What follows belongs to an exercise in optimizing a design on an open flow for small area; a production flow would make more cautious choices.
The RTL was checked by simulation tests, not by an equivalence proof against the original design.
Power figures rest on the tool's default switching activity, not on a simulated workload.

**flow/constraint.sdc**
```tcl
create_clock -name core_clock -period 10.0 [get_ports {i_clk}]
set_input_delay 2.0000 -clock core_clock [delete_from_list [all_inputs] [get_ports {i_clk}]]
set_output_delay 2.0000 -clock core_clock [all_outputs]
set_load 0.01 [all_outputs]
```
**flow/run.sh**
```bash
#!/bin/bash
# synth_recipe.tcl (not shown) runs the flow's synth.tcl, then flattens the netlist and writes it again
# the make line also repeats each setting of config.mk as NAME=value (left out here)
make -C /OpenROAD-flow-scripts/flow DESIGN_CONFIG=/design/flow/config.mk WORK_HOME=/design/flow/orfs CLKGATE_MAP_FILE= SYNTH_SCRIPT=/design/flow/synth_recipe.tcl finish
```
**flow/config.mk**
```make
export PLATFORM = sky130hd
export DESIGN_NAME = multi_pattern_blinker
export DESIGN_NICKNAME = multi_pattern_blinker
export VERILOG_FILES = /design/flow/design.v
export SDC_FILE = /design/flow/constraint.sdc
export NUM_CORES = 4
export LEC_CHECK = 0
export CAP_MARGIN = 20
export CORE_MARGIN = 2
export CORE_UTILIZATION = 40
export CTS_BUF_LIST = sky130_fd_sc_hd__clkbuf_4
export CTS_CLUSTER_SIZE = 30
export SLEW_MARGIN = 20
```
**flow/design.v**
```verilog
package blinker_pkg;
  function automatic integer len_w(input integer pat_w);
    len_w = $clog2(pat_w) + 1;
  endfunction
endpackage
module blink_channel
#(
  parameter int PAT_W   = 32,
  parameter int PRESC_W = 20,
  parameter int IDX_W   = $clog2(PAT_W)
) (
  input  logic               clk_i,
  input  logic               rst_i,
  input  logic               en_i,
  input  logic               cfg_we_i,
  input  logic [PAT_W-1:0]   cfg_pattern_i,
  input  logic               cfg_lnz_i,
  input  logic [IDX_W-1:0]   cfg_lm1_i,
  input  logic [PRESC_W-1:0] cfg_presc_i,
  input  logic               cfg_oneshot_i,
  output logic               out_o,
  output logic               done_o,
  output logic               pending_o
);
  logic               run_q;
  logic               armed_q;
  logic               out_q;
  logic               done_q;
  logic               sh_v_q;
  logic               lnz_q;
  logic [PAT_W-1:0]   pat_q;
  logic [IDX_W-1:0]   lm1_q;
  logic [PRESC_W-1:0] presc_q;
  logic               os_q;
  logic [PAT_W-1:0]   sh_pat_q;
  logic               sh_lnz_q;
  logic [IDX_W-1:0]   sh_lm1_q;
  logic [PRESC_W-1:0] sh_presc_q;
  logic               sh_os_q;
  logic [PRESC_W-1:0] cnt_q;
  logic [IDX_W-1:0]   idx_q;
  logic [PRESC_W-1:0] cnt_inc;
  logic               bit_last;
  logic               pat_last;
  logic               wrap;
  logic               apply;
  logic               start;
  logic               cont;
  logic [PAT_W-1:0]   pat_d;
  logic               lnz_d;
  logic               run_d;
  logic [IDX_W-1:0]   idx_d;
  assign cnt_inc  = cnt_q + PRESC_W'(1);
  assign bit_last = (cnt_inc == presc_q);
  assign pat_last = (idx_q == lm1_q);
  assign wrap  = run_q & (~en_i | (bit_last & pat_last));
  assign apply = run_q ? (wrap & (cfg_we_i | sh_v_q)) : cfg_we_i;
  assign start = ~run_q & ~cfg_we_i & en_i & armed_q & lnz_q;
  assign lnz_d = apply ? (sh_v_q ? sh_lnz_q : cfg_lnz_i) : lnz_q;
  assign cont  = en_i & ~os_q & lnz_d;
  assign run_d = run_q ? (~wrap | cont) : start;
  assign pat_d = apply ? (sh_v_q ? sh_pat_q : cfg_pattern_i) : pat_q;
  assign idx_d = (~run_q | wrap) ? '0 : (bit_last ? idx_q + IDX_W'(1) : idx_q);
  always_ff @(posedge clk_i or posedge rst_i) begin
    if (rst_i) begin
      run_q   <= 1'b0;
      armed_q <= 1'b1;
      out_q   <= 1'b0;
      done_q  <= 1'b0;
      sh_v_q  <= 1'b0;
      lnz_q   <= 1'b0;
    end else begin
      run_q   <= run_d;
      out_q   <= run_d & pat_d[idx_d];
      done_q  <= wrap & en_i & os_q;
      armed_q <= ~en_i | (armed_q & ~(wrap & os_q));
      sh_v_q  <= run_q & ~wrap & (sh_v_q | cfg_we_i);
      lnz_q   <= lnz_d;
    end
  end
  always_ff @(posedge clk_i) begin
    if (apply) begin
      pat_q   <= pat_d;
      lm1_q   <= sh_v_q ? sh_lm1_q   : cfg_lm1_i;
      presc_q <= sh_v_q ? sh_presc_q : cfg_presc_i;
      os_q    <= sh_v_q ? sh_os_q    : cfg_oneshot_i;
    end
    if (cfg_we_i) begin
      sh_pat_q   <= cfg_pattern_i;
      sh_lnz_q   <= cfg_lnz_i;
      sh_lm1_q   <= cfg_lm1_i;
      sh_presc_q <= cfg_presc_i;
      sh_os_q    <= cfg_oneshot_i;
    end
    cnt_q <= (~run_q | ~en_i | bit_last) ? '0 : cnt_inc;
    idx_q <= idx_d;
  end
  assign out_o     = out_q;
  assign done_o    = done_q;
  assign pending_o = sh_v_q;
endmodule
module multi_pattern_blinker
#(
  parameter  int CHANNELS = 4,
  parameter  int PAT_W    = 32,
  parameter  int PRESC_W  = 20,
  localparam int CH_W     = (CHANNELS > 1) ? $clog2(CHANNELS) : 1,
  localparam int LEN_W    = blinker_pkg::len_w(PAT_W),
  localparam int IDX_W    = $clog2(PAT_W)
) (
  input  logic                i_clk,
  input  logic                i_rst,
  input  logic                i_cfg_valid,
  output logic                o_cfg_ready,
  input  logic [CH_W-1:0]     i_cfg_ch,
  input  logic [PAT_W-1:0]    i_cfg_pattern,
  input  logic [LEN_W-1:0]    i_cfg_len,
  input  logic [PRESC_W-1:0]  i_cfg_prescale,
  input  logic                i_cfg_oneshot,
  input  logic [CHANNELS-1:0] i_en,
  output logic [CHANNELS-1:0] o_out,
  output logic [CHANNELS-1:0] o_done
);
  logic [CHANNELS-1:0] cfg_we;
  logic [CHANNELS-1:0] pending;
  logic                cfg_lnz;
  logic [IDX_W-1:0]    cfg_lm1;
  logic [PRESC_W-1:0]  cfg_presc;
  always_comb begin
    o_cfg_ready = 1'b1;
    for (int c = 0; c < CHANNELS; c++) begin
      if ((i_cfg_ch == CH_W'(c)) && pending[c]) begin
        o_cfg_ready = 1'b0;
      end
    end
  end
  assign cfg_lnz   = (i_cfg_len != '0);
  assign cfg_lm1   = (i_cfg_len >= LEN_W'(PAT_W)) ? IDX_W'(PAT_W - 1) : IDX_W'(i_cfg_len - LEN_W'(1));
  assign cfg_presc = {i_cfg_prescale[PRESC_W-1:1], i_cfg_prescale[0] | (i_cfg_prescale == '0)};
  for (genvar c = 0; c < CHANNELS; c++) begin : g_ch
    assign cfg_we[c] = i_cfg_valid & o_cfg_ready & (i_cfg_ch == CH_W'(c));
    blink_channel #(
      .PAT_W   (PAT_W),
      .PRESC_W (PRESC_W),
      .IDX_W   (IDX_W)
    ) u_ch (
      .clk_i          (i_clk),
      .rst_i          (i_rst),
      .en_i           (i_en[c]),
      .cfg_we_i       (cfg_we[c]),
      .cfg_pattern_i  (i_cfg_pattern),
      .cfg_lnz_i      (cfg_lnz),
      .cfg_lm1_i      (cfg_lm1),
      .cfg_presc_i    (cfg_presc),
      .cfg_oneshot_i  (i_cfg_oneshot),
      .out_o          (o_out[c]),
      .done_o         (o_done[c]),
      .pending_o      (pending[c])
    );
  end
endmodule
```
==> summary.txt, run 1 <==
Outcome - timing/DRC/antenna clean
Hold buffers post-CTS - 0
P_int - 0.00415 W
CTS tree - built
Crit path capture type - flip-flop
Final GP Congestion - 0.893
Die area - 75500 um^2
Largest net degree at the start of global routing - 89
Final hold violations - 0
CTS root buf - clkbuf_4
Pre-antenna DRT Iters - 6
Nets - 2635
Clock Sink Count - 592
Hold Crit Depth - 2
Post-Syn Instances - 2402
Seq/Total Area, Yosys - 56.8%
DRT antenna net count - 0
Yosys cell types - 108
Rel. slew slack - 30.7%
FILL cells - 6611
Core ar. - 72700 um^2
CP cell instances - nand4_2, nor4_2, xor2_1, a2111oi_0, o2111a_1, nand4_1, o21ai_4, buf_4, a22o_1, mux2i_1, mux2_2, a2111o_1, and4b_1
Required time worst endpoint - 10.88 ns
Placed wire-length estimate - 53400 um
Largest cells by area after synthesis - edfxtp_1 (48%), dfxtp_1 (6.8%), mux2_2 (5.7%)
GRT overflow - 0
Top cell type's share of synthesized area - 47.9%
FP Rows - 99
Post-CTS Resized - 0
Residual DRC - 0
Synthesized area - 29300 um^2
GRT Total Usage - 21.2%
Clk pwr share - 40.1%
Count leader, synth - edfxtp_1
Power per cell area - 167 nW/um^2
Sequential Power Share - 51.0%
Clk Latency, worst-skew pair - 1.00 ns
DR iter-0 viols - 1887
Fin. max-slew vios - 0
NetSw - 0.00140 W
Syn avg cell area - 12.2 um^2
Yosys top cell by area - edfxtp_1
Clk slew on worst S/H paths - 0.06 ns
Yosys reg bits - 592
Tot Pwr - 0.00555 W
Die Ht - 275 um
Vias per inst - 5.60
Post-synth EDFFs - 468
Total CTS buffers - 163
Sw Ratio - 25.3%
Area grow syn2layout - 13.3%
Vias in the first global route - 20000
Worst Max-Slew Pin Slew - 1.04 ns
CP startpoint kind - flip-flop
Final wirelength - 79700 um
Min Tclk post-route - 6.12 ns
Max Freq - 163 MHz
Ys async rst share - 4.05%
First-pass GRT wire length - 121000 um
Initial antenna violation count - 3
HP Class - flip-flop to flip-flop
Share of layout cells above drive strength 1 - 19.3%
H-Tree Level Count - 4
Commonest cells in the netlist - edfxtp_1 (468), nor2_1 (209), mux2i_1 (166)
CP max FO - 88
Clock skew - 0.0535 ns
Sum Neg Setup Slack - 0 ns
Worst reg-to-reg path cell count - 13
WP data arrival - 7.01 ns
Max_cap viols - 0
# IOs - 77
Comb power frac - 8.9%
Ys Warns - 2
Final setup vio count - 0
Syn nets - 2479
Lkg Pwr - 11.2 nW
Drt wl/cell - 21.8 um
WHS - 0.468 ns
RSZ-0062 raised after global routing - false
Vias - 20400
Longest Clk Path Bufs - 3
Initial Util - 40.3%
Post-CTS Setup Bufs - 0
# port buffers - 76
Prevailing post-synth register cell - edfxtp_1
Max stage delay on crit path - 0.83 ns
Final period util - 61.2%
Crit Path Class - flip-flop to flip-flop
Die W - 275 um
Slowest CP cell - buf_4
Worst IR Drop VDD - 0.0000986 V
sequential cells by signal, indices dropped and copies added, names as in the netlist, 20 cells and up:
register / cells
g_ch.u_ch.cnt_q: 80
g_ch.u_ch.idx_q: 20
g_ch.u_ch.lm1_q: 20
g_ch.u_ch.pat_q: 128
g_ch.u_ch.presc_q: 80
g_ch.u_ch.sh_lm1_q: 20
g_ch.u_ch.sh_pat_q: 128
g_ch.u_ch.sh_presc_q: 80
per-stage QoR:
step	worst slack (ns)	instance area, um^2	utilization, %	std cells
after floorplan	0.618	29300	-	2402
after global placement	3.22	31100	42.8	3352
after detailed placement	3.04	31100	42.8	3352
after CTS	3.84	33200	45.7	3646
after global routing	3.39	33200	45.7	3650
final	3.88	33200	45.7	3650
critical path, delay by kind of cell (launching register included):
family | cells | cell delay (ns)
xor+xnor | 1 | 0.15
flops | 1 | 0.47
simple gates | 4 | 1.84
compound gates | 5 | 2.34
buf+inv | 1 | 0.83
mux | 2 | 0.35
worst paths after layout:
kind,end,start,slack (ns)
setup / recovery,g_ch[3].u_ch.out_q,g_ch[3].u_ch.cnt_q[3],3.88
hold / removal,g_ch[1].u_ch.armed_q,g_ch[1].u_ch.armed_q,0.47
setup reg to reg,g_ch[3].u_ch.out_q,g_ch[3].u_ch.cnt_q[3],3.88
hold reg to reg,g_ch[1].u_ch.armed_q,g_ch[1].u_ch.armed_q,0.47
max in group asynchronous,g_ch[0].u_ch.sh_v_q,i_rst,8.11
min in group asynchronous,g_ch[3].u_ch.sh_v_q,i_rst,1.48
layout by cell type, fill, tap and decap left out, types with 20 or more instances in the layout:
master,instances
nand4_1,45
xnor2_1,95
mux2_2,149
buf_4,46
and2_1,20
nor4_1,27
and3_1,35
nor2_1,209
inv_1,75
clkbuf_4,234
nand2_1,127
nand2b_1,25
a21oi_1,76
nand3_1,67
clkinv_1,39
xor2_1,55
dfxtp_1,100
nor3_1,47
o211ai_1,23
a32oi_1,22
mux2i_1,166
edfxtp_1,468
o21ai_0,68
clkdlybuf4s50_1,76
layer usage:
metal | vias to the layer above | track usage, % | wire (um)
met5 | - | 0 | 0
met4 | 0 | 7.81 | 2060
met3 | 112 | 4.14 | 4680
met2 | 678 | 32.3 | 35900
met1 | 10200 | 30.1 | 37000
li1 | 9494 | - | -
cell families after synthesis:
group           synth area share [%]
simple gates                    13.1
flops                           56.8
compound gates                  9.13
mux                             11.6
buf+inv                         3.13
xor+xnor                        5.88
fa+ha+maj                      0.384
power by group through the flow:
stage	combinational (W)	sequential (W)	clock, W
final	0.000494	0.00283	0.00222
after global routing	0.000535	0.00284	0.00242
after CTS	0.000497	0.00283	0.00230
after detailed placement	0.000493	0.00288	0
after global placement	0.000484	0.00288	0
after floorplan	0.000307	0.00286	0
layout make-up:
class                      instances  area (um^2)  share of cell area (%)
sequential                       592        16700                    50.2
multi-input combinational       1596        11800                    35.5
clock buffer                     234         1760                    5.29
tap                              959         1200                    3.61
timing repair buffer             122         1110                    3.33
clock inverter                    60          364                    1.10
inverter                          83          318                   0.956
antenna                            4         10.0                  0.0301
==> inputs of run 2 (changes only) <==
--- a/flow/config.mk
+++ b/flow/config.mk
@@ -8,6 +8,4 @@
 export CAP_MARGIN = 20
 export CORE_MARGIN = 2
 export CORE_UTILIZATION = 40
-export CTS_BUF_LIST = sky130_fd_sc_hd__clkbuf_4
-export CTS_CLUSTER_SIZE = 30
 export SLEW_MARGIN = 20
==> run 2 against run 1 <==
  * Still clean
  * Critical path depth grew 1
  * Final area rose by 0.32%
  * Sequential cell count is the same
  * Power is 5.0% higher
  * Final cell count is 4.7% lower
  * Combinational power hardly changed
  * Area after synthesis unchanged
  * Worst hold slack got worse by 0.0012 ns
  * Register-to-register slack about the same
  * Wire length down 0.96%
  * Sequential share of layout area is 0.16 points lower
  * Fmax is 2.9% lower
  * Critical path type is now primary input to flip-flop
==> summary.txt, run 2 <==
Outcome - timing/DRC/antenna clean
Die W - 275 um
First-pass GRT wire length - 119000 um
Clk pwr share - 43.0%
Commonest cells in the netlist - edfxtp_1 (468), nor2_1 (209), mux2i_1 (166)
Max_cap viols - 0
Rel. slew slack - 29.1%
Area grow syn2layout - 13.7%
Final hold violations - 0
Clk slew on worst S/H paths - 0.06 ns
Clk Latency, worst-skew pair - 0.61 ns
Hold endpoint - g_ch[1].u_ch.armed_q
Syn nets - 2479
FP Rows - 99
Most common cell after layout, fill and taps aside - edfxtp_1
Residual DRC - 0
DR iter-0 viols - 1976
Worst IR Drop VDD - 0.000116 V
Comb power frac - 8.5%
Final GP Congestion - 0.893
Hold Crit Depth - 2
Min Tclk post-route - 6.31 ns
Pre-antenna DRT Iters - 5
Syn avg cell area - 12.2 um^2
Yosys reg bits - 592
Hold buffers post-CTS - 0
FILL cells - 6523
CP max FO - 88
Post-Syn Instances - 2402
Initial antenna violation count - 2
CTS root buf - clkbuf_16
Largest regs - g_ch.u_ch.pat_q (128), g_ch.u_ch.sh_pat_q (128)
Lkg Pwr - 11.0 nW
Most frequent cells in the layout - edfxtp_1 (468), nor2_1 (209), mux2i_1 (166)
Final setup vio count - 0
Vias per inst - 5.72
Synthesized area - 29300 um^2
Post-DP Area - 31100 um^2
GRT overflow - 0
Worst Max-Slew Pin Slew - 1.06 ns
Die area - 75500 um^2
Count leader, synth - edfxtp_1
Power per cell area - 175 nW/um^2
Ant diodes - 0
Fin. max-slew vios - 0
Post-CTS Resized - 0
CP startpoint kind - primary input
RSZ-0062 raised after global routing - false
Hold wc startpoint - g_ch[1].u_ch.armed_q
GRT Total Usage - 20.8%
Initial Util - 40.3%
Vias - 19900
Longest Clk Path Bufs - 3
Required time worst endpoint - 10.50 ns
Sum Neg Setup Slack - 0 ns
Worst reg-to-reg path cell count - 14
Final wirelength - 78900 um
Yosys top cell by area - edfxtp_1
Ys async rst share - 4.05%
Post-route insts no fill - 3479
P_int - 0.00444 W
Fin area - 33300 um^2
Crit path capture type - flip-flop
HP Class - flip-flop to flip-flop
Placed cells - 3352
# IOs - 77
Vias in the first global route - 19200
Crit Path Class - primary input to flip-flop
Post-synth EDFFs - 468
# port buffers - 76
Post-CTS Setup Bufs - 0
Clock skew - 0.0218 ns
Drt wl/cell - 22.7 um
Reg area - 16700 um^2
Nets - 2541
DRT antenna net count - 0
Prevailing post-synth register cell - edfxtp_1
Largest cells by area after synthesis - edfxtp_1 (48%), dfxtp_1 (6.8%), mux2_2 (5.7%)
Seq/Total Area, Yosys - 56.8%
Share of layout cells above drive strength 1 - 14.4%
Top cell type's share of synthesized area - 47.9%
Placed wire-length estimate - 53400 um
Sequential Power Share - 48.6%
Yosys cell types - 108
NetSw - 0.00139 W
Core ar. - 72700 um^2
Sw Ratio - 23.8%
Footprint of the multi-input gates - 11800 um^2
R2R setup slack - 3.87 ns
WP data arrival - 6.80 ns
Max Freq - 159 MHz
Largest net degree at the start of global routing - 89
Total CTS buffers - 69
CTS tree - built
Ys Warns - 2
H-Tree Level Count - 3
Clock Sink Count - 592
Final period util - 63.1%
Worst r2r dst - g_ch[3].u_ch.out_q
Launching point of the worst reg2reg path - g_ch[3].u_ch.cnt_q[0]
Die Ht - 275 um
-- run 2: worst max-delay path by stage --
stage | from | to | slack, ns | cells after the start
floorplan | i_cfg_ch[1] | g_ch[1].u_ch.out_q | 0.62 | 9
global placement | i_cfg_ch[1] | g_ch[3].u_ch.out_q | 3.22 | 14
detailed placement | i_cfg_ch[1] | g_ch[3].u_ch.out_q | 3.04 | 14
CTS | i_cfg_ch[1] | g_ch[3].u_ch.out_q | 3.70 | 14
global route | i_cfg_ch[1] | g_ch[3].u_ch.out_q | 3.33 | 14
finish | i_cfg_ch[1] | g_ch[3].u_ch.out_q | 3.69 | 14
-- run 2: power groups by stage --
stage	combinational [W]	clock, W	sequential (W)
after floorplan	0.000307	0	0.00286
after global placement	0.000484	0	0.00288
after detailed placement	0.000493	0	0.00288
after CTS	0.000497	0.00256	0.00283
after global routing	0.000535	0.00265	0.00284
final	0.000493	0.00250	0.00283
-- run 2: cells by family after synthesis --
logic type / after synthesis / share of synthesized area (%)
DFF: 592 / 56.8
AOI/OAI and AO/OA: 373 / 9.13
muxes: 318 / 11.6
xor gates and xnor gates: 168 / 5.88
adders and majority gates: 9 / 0.384
and+or+nand+nor: 728 / 13.1
buffers and inverters: 214 / 3.13
-- run 2: stage by stage --
step | setup WS [ns] | total power, W | utilization [%] | hold slack [ns]
global placement | 3.22 | 0.00337 | 42.8 | 0.455
floorplan | 0.618 | 0.00317 | - | 0.444
finish | 3.69 | 0.00583 | 45.9 | 0.467
CTS | 3.70 | 0.00588 | 45.9 | 0.469
detailed placement | 3.04 | 0.00338 | 42.8 | 0.462
global route | 3.33 | 0.00603 | 45.9 | 0.489
-- run 2: routing by layer --
| metal | vias to the layer above | wire length [um] | global-route usage, % |
|---|---|---|---|
| met5 | - | 0 | 0 |
| met4 | 0 | 2610 | 7.17 |
| met3 | 146 | 4830 | 3.55 |
| met2 | 645 | 35000 | 31.8 |
| met1 | 9911 | 36400 | 30.0 |
| li1 | 9200 | - | - |
-- run 2: final cells by class --
cell class                      count  share of cell area, %
Multi-Input combinational cell   1596                   35.4
Inverter                           83                  0.953
Clock buffer                       94                   5.71
Sequential cell                   592                   50.0
Timing Repair Buffer              122                   3.32
Clock inverter                     33                   1.00
Tap cell                          959                   3.60
-- run 2: worst max-delay path, stage by stage --
cell and delay (ns):
clkdlybuf4s50_1 0.61, nor2b_1 0.16, nand3_1 0.22, inv_2 0.12, a21oi_1 0.09, nor2b_1 0.17
nand4_1 0.63, o21ai_4 0.67, buf_4 0.85, a22o_1 0.30, mux2i_1 0.08, mux2_2 0.28
a2111o_1 0.41, and4b_1 0.19
==> inputs of run 3 (changes only) <==
--- a/flow/config.mk
+++ b/flow/config.mk
@@ -7,5 +7,7 @@
 export LEC_CHECK = 0
 export CAP_MARGIN = 20
 export CORE_MARGIN = 2
-export CORE_UTILIZATION = 40
+export CORE_UTILIZATION = 60
+export CTS_BUF_LIST = sky130_fd_sc_hd__clkbuf_8
+export CTS_CLUSTER_SIZE = 40
 export SLEW_MARGIN = 20
==> run 3 against run 2 <==
  * Clock power shrank about 10%
  * Combinational power shrank 3%
  * Fmax shrank 6.2%
  * Synthesized cell count is the same
  * Setup slack lost 0.42 ns
  * Power shrank 4.6%
  * Core utilization grew 22 points
  * Global-route usage grew 8.4 points
  * Highest routed layer unchanged
  * Final area shrank 1.9%
  * Worst hold slack gained 0.0033 ns
  * Critical endpoint unchanged
==> summary.txt, run 3 <==
Post-Synth Simple-Gate Area - 13.1%
Post-synthesis mux area share - 11.6%
WHS - 0.470 ns
RSZ-0062 raised after global routing - false
Clock Sink Count - 592
Met3 usage - 4.97%
Area grow syn2layout - 11.5%
Longest Clk Path Bufs - 3
GRT overflow - 0
Final period util - 67.3%
CP cell instances - clkdlybuf4s50_1, nor2b_1, nand3_1, inv_2, buf_4, a21oi_1, nor2b_1, nand4_1, o21ai_4, buf_4, a22oi_1, and2_1, a211o_1, a31oi_1, and4b_1
Initial Util - 60.4%
Pre-CTS setup slack - 2.33 ns
DRT antenna net count - 0
Required time worst endpoint - 10.60 ns
Final wirelength - 74200 um
Die W - 225 um
Post-DP Area - 30600 um^2
Final hold violations - 0
Largest regs - g_ch.u_ch.pat_q (128), g_ch.u_ch.sh_pat_q (128)
Worst Max-Slew Pin Slew - 1.08 ns
Final GP Congestion - 0.894
Post-Syn Instances - 2402
Nets - 2562
Drt wl/cell - 23.2 um
CTS tree - built
Vias per inst - 6.25
Yosys top cell by area - edfxtp_1
Met1 Use GR - 41.6%
Seq/Total Area, Yosys - 56.8%
Clk Latency, worst-skew pair - 0.71 ns
Routing usage on met2 - 44.4%
Post-synth EDFFs - 468
Gr busiest metal - met2
Residual DRC - 0
# port buffers - 76
Count leader, synth - edfxtp_1
Max_cap viols - 0
Top cell type's share of synthesized area - 47.9%
Sum Neg Setup Slack - 0 ns
Setup ws final - 3.27 ns
Reg area - 16700 um^2
Clock skew - 0.0305 ns
Synth Area in XOR/XNOR - 5.88%
Outcome - timing/DRC/antenna clean
Ys Warns - 2
First-pass GRT wire length - 112000 um
Hold buffers post-CTS - 0
GRT Total Usage - 29.2%
Prevailing post-synth register cell - edfxtp_1
Tot Pwr - 0.00556 W
Rel. slew slack - 27.5%
P_int - 0.00419 W
Post-CTS Resized - 0
Clk slew on worst S/H paths - 0.06 ns
Initial antenna violation count - 0
Largest family of logic cells by synthesized area - simple AND/OR/NAND/NOR gates
Most frequent cells in the layout - edfxtp_1 (468), nor2_1 (209), mux2i_1 (166)
Synthesized area - 29300 um^2
CP startpoint kind - primary input
Power per cell area - 170 nW/um^2
Final setup vio count - 0
Footprint of the multi-input gates - 11800 um^2
Worst IR Drop VDD - 0.000157 V
Fin area - 32700 um^2
WP data arrival - 7.33 ns
Max Freq - 149 MHz
Sequential Power Share - 51.0%
Commonest cells in the netlist - edfxtp_1 (468), nor2_1 (209), mux2i_1 (166)
Share of layout cells above drive strength 1 - 15.0%
Min Tclk post-route - 6.73 ns
Yosys reg bits - 592
Most common cell after layout, fill and taps aside - edfxtp_1
Clk pwr share - 40.4%
Fin. max-slew vios - 0
Vias in the first global route - 19100
CTS root buf - clkbuf_8
Post-CTS Setup Bufs - 0
FP Rows - 81
DR iter-0 viols - 1909
H-Tree Level Count - 3
Ys async rst share - 4.05%
Lkg Pwr - 11.1 nW
Max stage delay on crit path - 0.74 ns
Vias - 20000
Placed wire-length estimate - 50300 um
Comb power frac - 8.6%
Syn avg cell area - 12.2 um^2
Die area - 50700 um^2
Largest cells by area after synthesis - edfxtp_1 (48%), dfxtp_1 (6.8%), mux2_2 (5.7%)
CP max FO - 70
Slowest CP cell - buf_4
HP Class - flip-flop to flip-flop
Synth Area in Compound Gates - 9.13%
Post-synthesis adder-cell area fraction - 0.384%
Die Ht - 225 um
Core ar. - 48500 um^2
NetSw - 0.00137 W
Crit path capture type - flip-flop
Crit Path Class - primary input to flip-flop
Yosys cell types - 108
Total CTS buffers - 99
FILL cells - 3625
Largest net degree at the start of global routing - 75
Sw Ratio - 24.6%
# IOs - 77
Pre-antenna DRT Iters - 5
Syn nets - 2479
==> run 3: logic make-up after synthesis <==
family | count (synthesis)
DFF | 592
AOI/OAI and AO/OA | 373
buffers and inverters | 214
adders and majority gates | 9
muxes | 318
xor gates and xnor gates | 168
and+or+nand+nor | 728
==> run 3: metal layers <==
| metal | routed length, um | up-vias |
|---|---|---|
| met5 | 0 | - |
| li1 | - | 9259 |
| met1 | 33000 | 9784 |
| met3 | 4710 | 177 |
| met4 | 3360 | 0 |
| met2 | 33100 | 753 |
==> run 3: area by class of cell <==
cell class	instances	area share, %
Clock buffer	111	4.67
Inverter	83	0.972
Tap cell	622	2.38
Multi-Input combinational cell	1596	36.1
Clock inverter	77	1.70
Antenna cell	1	0.00765
Sequential cell	592	51.0
Timing Repair Buffer	113	3.24
==> run 3: through the flow <==
stage          utilization (%)  std cells
6_report                  67.4       3195
5_1_grt                   67.4       3194
4_1_cts                   67.3       3193
3_5_place_dp              63.0       3005
3_3_place_gp              63.0       3005
2_1_floorplan                -       2402
==> run 3: power groups by stage <==
stage / combinational (W) / clock (W) / sequential, W
floorplan: 0.000307 / 0 / 0.00286
global placement: 0.000463 / 0 / 0.00288
detailed placement: 0.000473 / 0 / 0.00289
CTS: 0.000476 / 0.00228 / 0.00283
global route: 0.000516 / 0.00238 / 0.00284
finish: 0.000479 / 0.00224 / 0.00284
==> run 3: path summary, 6_finish.rpt <==
kind                                  startpoint  slack [ns]                   end  depth (start not counted)
max                                  i_cfg_ch[1]        3.27    g_ch[3].u_ch.out_q                         15
max reg2reg                g_ch[2].u_ch.cnt_q[0]        3.86    g_ch[2].u_ch.out_q                         15
min in group asynchronous                  i_rst        1.74    g_ch[3].u_ch.out_q                          3
min reg2reg                 g_ch[2].u_ch.armed_q        0.47  g_ch[2].u_ch.armed_q                          2
min                         g_ch[2].u_ch.armed_q        0.47  g_ch[2].u_ch.armed_q                          2
max in group asynchronous                  i_rst        7.87   g_ch[0].u_ch.sh_v_q                          3
==> run 3: worst max-delay path: cells and delay by family <==
family          cells  cell delay [ns]
simple gates        6             1.69
compound gates      5             1.42
buf+inv             4             2.15

[afterwards: timing with drivers on the ports]
The results above use ideal ports. As a check the final layouts listed here were re-extracted and re-timed, cells and wires unchanged. Step 1 sets driving cells, clkbuf_16 on the clock port and buf_2 on the other inputs (assumed; they add their load-dependent delay and slew). Step 2 moves the port delays by t, midway between the first and last clock arrival at a register: inputs arrive t later, outputs are due t later. That takes back most of the time a late clock gives input paths. Three values: ideal ports, drivers, drivers and shift; two values: the first two.
| run | t (ns) | setup WS [ns] | worst setup path at the end | latest minus earliest clock arrival (ns) | cell pins on the clock port's net |
|---|---|---|---|---|---|
| run 1 | 1.024 | 3.876 / 3.876 / 3.074 | input to register | 0.059 / 0.059 | 1 |
| run 2 | 0.667 | 3.694 / 3.709 / 3.042 | input to register | 0.022 / 0.021 | 1 |
| run 3 | 0.751 | 3.274 / 3.308 / 2.557 | input to register | 0.031 / 0.032 | 1 |
After both steps setup and hold are still met in every run listed. For run 1, which loses most, drivers alone change the setup slack by 0.000 ns; drivers and shift together by -0.802 ns.
